Context: an optimization exercise on an open-source flow, tuned for small area and a short achievable clock period. The choices shown serve that exercise and are no tape-out recipe.
RTL that was checked went through simulation tests only; none was proved equivalent to the original. The clock port is modelled as an ideal driver; clocking choices that lean on that would not hold on a real chip.

## amber
// instr_fetch_mem
module instr_fetch_mem #(
    parameter int DEPTH = 64,
    parameter int AW    = $clog2(DEPTH)
) (
    input  logic              IF_clk,
    input  logic              rst,
    input  logic              ld_en,
    input  logic [AW-1:0]     ld_addr,
    input  logic [31:0]       ld_data,
    output logic              ld_busy,
    input  logic              req_valid,
    output logic              req_ready,
    input  logic [31:0]       pc,
    output logic              rsp_valid,
    input  logic              rsp_ready,
    output logic [5:0]        ins_Opcode,
    output logic [4:0]        ins_rs,
    output logic [4:0]        ins_rt,
    output logic [4:0]        ins_rd,
    output logic [5:0]        ins_func,
    output logic [25:0]       ins_imm,
    output logic [1:0]        rsp_fault
);
export LEC_CHECK = 0
export CAP_MARGIN = 20
export CORE_MARGIN = 2
export CORE_UTILIZATION = 55
export CTS_BUF_LIST = sky130_fd_sc_hd__clkbuf_8
export SETUP_SLACK_MARGIN = 2.5
export SLEW_MARGIN = 20
create_clock -name core_clock -period 5.0 [get_ports {IF_clk}]
run.sh (not shown) runs the stock make flow with config.mk's settings and CLKGATE_MAP_FILE= SYNTH_SCRIPT=/design/flow/synth_recipe.tcl, a recipe that flattens the netlist after the stock synthesis.
### amber -> raven
- CTS_BUF_LIST removed (was sky130_fd_sc_hd__clkbuf_8)
- BUFFER_PORTS_ARGS newly set to -buffer_cell sky130_fd_sc_hd__buf_4
- TNS_END_PERCENT newly set to 0
- SETUP_SLACK_MARGIN changed from 2.5 to 2.6
==> flow/flow/run.sh (new file) <==
#!/bin/bash
set -e
cp standard.sh standard_sh.copy.log
cat >> config.mk <<'EOC'
export BUFFER_PORTS_ARGS = -buffer_cell sky130_fd_sc_hd__buf_4
EOC
cp config.mk config_mk.copy.log
bash standard.sh > run_standard.log 2>&1
==> flow/standard.sh (new file) <==
#!/bin/bash
# synth_recipe.tcl (not shown) runs the flow's synth.tcl, then flattens the netlist and writes it again
# the make line also repeats each setting of config.mk as NAME=value (left out here)
make -C /OpenROAD-flow-scripts/flow DESIGN_CONFIG=/design/flow/config.mk WORK_HOME=/design/flow/orfs CLKGATE_MAP_FILE= SYNTH_SCRIPT=/design/flow/synth_recipe.tcl "${@:-finish}"
removed: flow/run.sh
## What came out
raven vs amber on final instance area: raven is the lower one. amber ended up with more cell instances than raven did. Number of antenna violations at the first check in global routing up 6 in raven wrt amber. raven against amber; first-pass GRT wire length is down slightly. Route | raven vs amber | wire shorter in raven. Of raven and amber, the higher met2 routed wirelength belongs to amber. Relative to amber, multi-input logic portion of the cell area has decreased by 0.33 points in raven. Global routing usage on met2 ended up 0.89 points lower on raven than on amber.
diff inputs: raven => nickel
- removing BUFFER_PORTS_ARGS (formerly -buffer_cell sky130_fd_sc_hd__buf_4)
==> flow/run.sh (new file) <==
#!/bin/bash
# synth_recipe.tcl (not shown) runs the flow's synth.tcl, then flattens the netlist and writes it again
# the make line also repeats each setting of config.mk as NAME=value (left out here)
make -C /OpenROAD-flow-scripts/flow DESIGN_CONFIG=/design/flow/config.mk WORK_HOME=/design/flow/orfs CLKGATE_MAP_FILE= SYNTH_SCRIPT=/design/flow/synth_recipe.tcl finish
removed: flow/flow/run.sh
removed: flow/standard.sh
--- outcome ---
- Area added between synthesis and finish in nickel is 1.3 points above raven.
- Detailed placement HPWL was higher in nickel than in raven.
- nickel vs. raven: number of filler instances in the final layout went down 193, post-placement setup slack increased by 200 ps relative to the old numbers.
Relative to nickel, the following input files were edited for harbor:
- setting CTS_BUF_LIST to sky130_fd_sc_hd__clkbuf_8 for the first time
[summary]
Between nickel and harbor, the global-route usage does not differ in any meaningful way. The setup slack of harbor exceeds that of nickel by 14 ps. nickel -> harbor: number of top-level design ports delta 0, exact match. Status: wire length parity (harbor, nickel). word_r[12] as the capture point of the worst path was reported by nickel, and u_ram.mem_r[0][25] by harbor. harbor packs its core more loosely than nickel. Transition time of the tightest slew-check pin: lower on nickel.
No functional check of the RTL was part of any run of this note.

* * *

Another version of the RTL of instr_fetch_mem (not shown whole).
Size in the first run: ~2100 flip-flops, ~130 I/O pins, about 0.077 sq mm of cells after synthesis.
Settings: LEC_CHECK=0, CAP_MARGIN=20, CORE_MARGIN=2, CORE_UTILIZATION=55, SETUP_SLACK_MARGIN=2.5, SLEW_MARGIN=60, BUFFER_PORTS_ARGS=-buffer_cell sky130_fd_sc_hd__buf_4, CTS_ARGS=-sink_clustering_enable -repair_clock_nets -dont_use_dummy_load -sink_clustering_size 24 -sink_clustering_max_diameter 100; clock period 5.0 ns.
standard.sh (not shown) runs the stock make flow with config.mk's settings and CLKGATE_MAP_FILE= SYNTH_SCRIPT=/design/flow/synth_recipe.tcl, a recipe that flattens the netlist after the stock synthesis.
==> flow/flow/run.sh <==
#!/bin/bash
set -e
cp standard.sh standard_sh.copy.log
cat >> config.mk <<'EOC'
export BUFFER_PORTS_ARGS = -buffer_cell sky130_fd_sc_hd__buf_4
export CTS_ARGS = -sink_clustering_enable -repair_clock_nets -dont_use_dummy_load -sink_clustering_size 24 -sink_clustering_max_diameter 100
EOC
cp config.mk config_mk.copy.log
bash standard.sh > run_standard.log 2>&1
The starting point passed the timing, DRC and antenna checks.
Change:
==> flow/flow/run.sh (replaced) <==
#!/bin/bash
set -e
cp standard.sh standard_sh.copy.log
cat >> config.mk <<'EOC'
export BUFFER_PORTS_ARGS = -buffer_cell sky130_fd_sc_hd__buf_4
export CTS_ARGS = -sink_clustering_enable -repair_clock_nets -dont_use_dummy_load -sink_clustering_size 30 -sink_clustering_max_diameter 120
EOC
cp config.mk config_mk.copy.log
bash standard.sh > run_standard.log 2>&1
Settings changed: CTS_ARGS -sink_clustering_enable -repair_clock_nets -dont_use_dummy_load -sink_clustering_size 24 -sink_clustering_max_diameter 100 to -sink_clustering_enable -repair_clock_nets -dont_use_dummy_load -sink_clustering_size 30 -sink_clustering_max_diameter 120.
Outcome: The changed run produced a clean layout. Via count goes down by 0.68%. Utilization goes down by 0.28 points. Fmax is about the same. Count of clock-buffer cells in the layout goes down by 18. Routed wire length hardly moves. Setup slack degrades by 0.0038 ns. Global-route usage stays flat.

* * *

The RTL this note starts from:
==> flow/design.v <==
package cpu_pkg;
    localparam logic [5:0] OP_RTYPE = 6'h00;
    localparam logic [5:0] OP_J     = 6'h02;
    localparam logic [5:0] OP_BEQ   = 6'h04;
    localparam logic [5:0] OP_ADDIU = 6'h09;
    localparam logic [5:0] OP_ORI   = 6'h0D;
    localparam logic [5:0] OP_LW    = 6'h23;
    localparam logic [5:0] OP_SW    = 6'h2B;
    localparam logic [5:0] FN_ADD   = 6'h20;
    localparam logic [5:0] FN_SUB   = 6'h22;
    localparam logic [5:0] FN_SUBU  = 6'h23;
    localparam logic [5:0] FN_SLT   = 6'h2A;
    localparam logic [5:0] FN_SLTU  = 6'h2B;
    localparam logic [1:0] FLT_OK       = 2'd0;
    localparam logic [1:0] FLT_MISALIGN = 2'd1;
    localparam logic [1:0] FLT_RANGE    = 2'd2;
    localparam logic [31:0] NOP_WORD = 32'h0000_0000;
endpackage
module imem_ram #(
    parameter int DEPTH = 64,
    parameter int AW    = $clog2(DEPTH)
) (
    input  logic             clk,
    input  logic [DEPTH-1:0] we,
    input  logic [31:0]      wdata,
    input  logic [AW-1:0]    raddr,
    output logic [31:0]      rdata
);
    logic [31:0] mem_r [DEPTH];
    for (genvar i = 0; i < DEPTH; i++) begin : g_word
        always_ff @(posedge clk) begin
            if (we[i]) begin
                mem_r[i] <= wdata;
            end
        end
    end
    assign rdata = mem_r[raddr];
endmodule
module instr_fetch_mem #(
    parameter int DEPTH = 64,
    parameter int AW    = $clog2(DEPTH)
) (
    input  logic              IF_clk,
    input  logic              rst,
    input  logic              ld_en,
    input  logic [AW-1:0]     ld_addr,
    input  logic [31:0]       ld_data,
    output logic              ld_busy,
    input  logic              req_valid,
    output logic              req_ready,
    input  logic [31:0]       pc,
    output logic              rsp_valid,
    input  logic              rsp_ready,
    output logic [5:0]        ins_Opcode,
    output logic [4:0]        ins_rs,
    output logic [4:0]        ins_rt,
    output logic [4:0]        ins_rd,
    output logic [5:0]        ins_func,
    output logic [25:0]       ins_imm,
    output logic [1:0]        rsp_fault
);
    logic             busy_r;
    logic             busy_we_r;
    logic             busy_wd_r;
    logic [AW-1:0]    clr_cnt_r;
    logic             run_r;
    logic             rdy_r;
    logic             busy_nxt_s;
    logic             rsp_valid_nxt_s;
    logic             rsp_valid_r;
    logic [1:0]       rsp_fault_r;
    logic [31:0]      word_r;
    logic             req_ready_s;
    logic             hs_s;
    logic             misalign_s;
    logic             range_s;
    logic [DEPTH-1:0] ram_we_s;
    logic [31:0]      ram_wdata_s;
    logic [31:0]      ram_rdata_s;
    assign busy_nxt_s = rst || (busy_r && (clr_cnt_r != AW'(DEPTH - 1)));
    always_ff @(posedge IF_clk) begin
        if (rst) begin
            clr_cnt_r <= {AW{1'b0}};
        end else if (busy_r) begin
            clr_cnt_r <= clr_cnt_r + {{(AW-1){1'b0}}, 1'b1};
        end
    end
    always_ff @(posedge IF_clk) begin
        busy_r <= busy_nxt_s;
        run_r  <= !busy_nxt_s;
        rdy_r  <= !busy_nxt_s && !rsp_valid_nxt_s;
    end
    always_ff @(posedge IF_clk) begin
        busy_we_r <= rst || (busy_we_r && (clr_cnt_r != AW'(DEPTH - 1)));
        busy_wd_r <= rst || (busy_wd_r && (clr_cnt_r != AW'(DEPTH - 1)));
    end
    assign req_ready_s = !ld_en && (rdy_r || (run_r && rsp_ready));
    assign hs_s        = req_valid && req_ready_s;
    assign misalign_s  = (pc[1:0] != 2'b00);
    assign range_s     = (pc[31:AW+2] != '0);
    for (genvar i = 0; i < DEPTH; i++) begin : g_we
        assign ram_we_s[i] = busy_we_r || (ld_en && (ld_addr == AW'(i)));
    end
    assign ram_wdata_s = busy_wd_r ? cpu_pkg::NOP_WORD : ld_data;
    imem_ram #(
        .DEPTH (DEPTH),
        .AW    (AW)
    ) u_ram (
        .clk   (IF_clk),
        .we    (ram_we_s),
        .wdata (ram_wdata_s),
        .raddr (pc[AW+1:2]),
        .rdata (ram_rdata_s)
    );
    assign rsp_valid_nxt_s = !rst && (hs_s || (rsp_valid_r && !rsp_ready));
    always_ff @(posedge IF_clk) begin
        rsp_valid_r <= rsp_valid_nxt_s;
    end
    always_ff @(posedge IF_clk) begin
        if (rst) begin
            rsp_fault_r <= cpu_pkg::FLT_OK;
            word_r      <= cpu_pkg::NOP_WORD;
        end else if (hs_s) begin
            if (misalign_s) begin
                rsp_fault_r <= cpu_pkg::FLT_MISALIGN;
                word_r      <= cpu_pkg::NOP_WORD;
            end else if (range_s) begin
                rsp_fault_r <= cpu_pkg::FLT_RANGE;
                word_r      <= cpu_pkg::NOP_WORD;
            end else begin
                rsp_fault_r <= cpu_pkg::FLT_OK;
                word_r      <= ram_rdata_s;
            end
        end
    end
    assign ld_busy    = !run_r;
    assign req_ready  = req_ready_s;
    assign rsp_valid  = rsp_valid_r;
    assign rsp_fault  = rsp_fault_r;
    assign ins_Opcode = word_r[31:26];
    assign ins_rs     = word_r[25:21];
    assign ins_rt     = word_r[20:16];
    assign ins_rd     = word_r[15:11];
    assign ins_func   = word_r[5:0];
    assign ins_imm    = word_r[25:0];
endmodule
clock: 5.0 ns
lec_check: 0
cap_margin: 20
core_margin: 2
core_utilization: 55
setup_slack_margin: 2.3
slew_margin: 20
buffer_ports_args: -buffer_cell sky130_fd_sc_hd__buf_2
cts_args: -sink_clustering_enable -repair_clock_nets -dont_use_dummy_load -sink_clustering_size 24 -sink_clustering_max_diameter 100
==> flow/flow/run.sh <==
#!/bin/bash
set -e
cp standard.sh standard_sh.copy.log
cat >> config.mk <<'EOC'
export BUFFER_PORTS_ARGS = -buffer_cell sky130_fd_sc_hd__buf_2
export CTS_ARGS = -sink_clustering_enable -repair_clock_nets -dont_use_dummy_load -sink_clustering_size 24 -sink_clustering_max_diameter 100
EOC
cp config.mk config_mk.copy.log
bash standard.sh > run_standard.log 2>&1
The first run finished clean.
Edit:
==> flow/flow/run.sh (replaced) <==
#!/bin/bash
set -e
cp standard.sh standard_sh.copy.log
cat >> config.mk <<'EOC'
export BUFFER_PORTS_ARGS = -buffer_cell sky130_fd_sc_hd__buf_4
export CTS_ARGS = -sink_clustering_enable -repair_clock_nets -dont_use_dummy_load -sink_clustering_size 24 -sink_clustering_max_diameter 100
EOC
cp config.mk config_mk.copy.log
bash standard.sh > run_standard.log 2>&1
--- a/flow/config.mk
+++ b/flow/config.mk
@@ -9,6 +9,6 @@
 export CORE_MARGIN = 2
 export CORE_UTILIZATION = 55
-export SETUP_SLACK_MARGIN = 2.3
+export SETUP_SLACK_MARGIN = 2.7
 export SLEW_MARGIN = 20
-export BUFFER_PORTS_ARGS = -buffer_cell sky130_fd_sc_hd__buf_2
+export BUFFER_PORTS_ARGS = -buffer_cell sky130_fd_sc_hd__buf_4
 export CTS_ARGS = -sink_clustering_enable -repair_clock_nets -dont_use_dummy_load -sink_clustering_size 24 -sink_clustering_max_diameter 100
What happened:
- The new run finished with timing, DRC and antenna clean
- utilization is higher by 4.3 points
- count of clock-buffer cells in the layout stays the same
- hold slack gets better by 0.031 ns
- critical path depth is lower by 7
Edit:
--- a/flow/config.mk
+++ b/flow/config.mk
@@ -8,6 +8,6 @@
 export CAP_MARGIN = 20
 export CORE_MARGIN = 2
-export CORE_UTILIZATION = 55
-export SETUP_SLACK_MARGIN = 2.7
+export CORE_UTILIZATION = 65
+export SETUP_SLACK_MARGIN = 2.5
 export SLEW_MARGIN = 20
 export BUFFER_PORTS_ARGS = -buffer_cell sky130_fd_sc_hd__buf_4
=> Worst setup slack improved by 0.030 ns; synthesized cell count stays the same; first-iteration DRC count rises by roughly a tenth; cell count falls by a few percent; cell area falls by a few percent; clock-buffer cell count stays the same.

-- separate check: timing with driven ports --
The results above use ideal ports. As a check the final layouts listed here were re-extracted and re-timed, cells and wires unchanged.
Step 1 (the two cells are an assumption about what drives the block):
set clk [get_ports {IF_clk}]
set_driving_cell -lib_cell sky130_fd_sc_hd__clkbuf_16 $clk
set_driving_cell -lib_cell sky130_fd_sc_hd__buf_2 [delete_from_list [all_inputs] $clk]
Step 2 adds t to the input delays and takes it off the output delays; t is the mean of the earliest and latest rising clock arrival at the registers after step 1. Input paths then give back, and output paths get back, about the clock's delay inside the block.
a / b / c = ideal / step 1 / step 2; a / b = the first two.
run | t, ns | slack for setup (ns) | worst hold slack (ns) | slew at the worst register clock pin (ns) | worst data-port slew with drivers (ns)
amber | 1.126 | 2.297 / 2.210 / 1.233 | 0.453 / 0.400 / 0.461 | 0.07 / 0.07 | 0.12
raven | 0.919 | 2.115 / 2.144 / 1.225 | 0.461 / 0.406 / 0.489 | 0.07 / 0.07 | 0.07
nickel | 0.944 | 2.077 / 2.122 / 1.179 | 0.490 / 0.442 / 0.490 | 0.07 / 0.07 | 0.13
harbor | 1.110 | 2.091 / 2.101 / 0.991 | 0.444 / 0.391 / 0.481 | 0.07 / 0.07 | 0.11
the first run of note 2 | 0.811 | 2.436 / 2.184 / 1.373 | 0.495 / 0.493 / 0.495 | 0.10 / 0.10 | 0.37
the second run of note 2 | 0.817 | 2.432 / 2.266 / 1.449 | 0.500 / 0.488 / 0.500 | 0.12 / 0.12 | 0.34
the first run of note 3 | 0.829 | 2.181 / 2.195 / 1.367 | 0.445 / 0.445 / 0.445 | 0.10 / 0.10 | 0.17
the second run of note 3 | 0.834 | 2.292 / 2.284 / 1.450 | 0.476 / 0.476 / 0.476 | 0.11 / 0.11 | 0.29
the third run of note 3 | 0.793 | 2.322 / 2.209 / 1.415 | 0.505 / 0.505 / 0.505 | 0.11 / 0.11 | 0.23
After both steps every run listed still meets setup and hold. The setup slack of harbor, which loses most, moves by +0.010 ns with the drivers and by -1.100 ns with both steps.
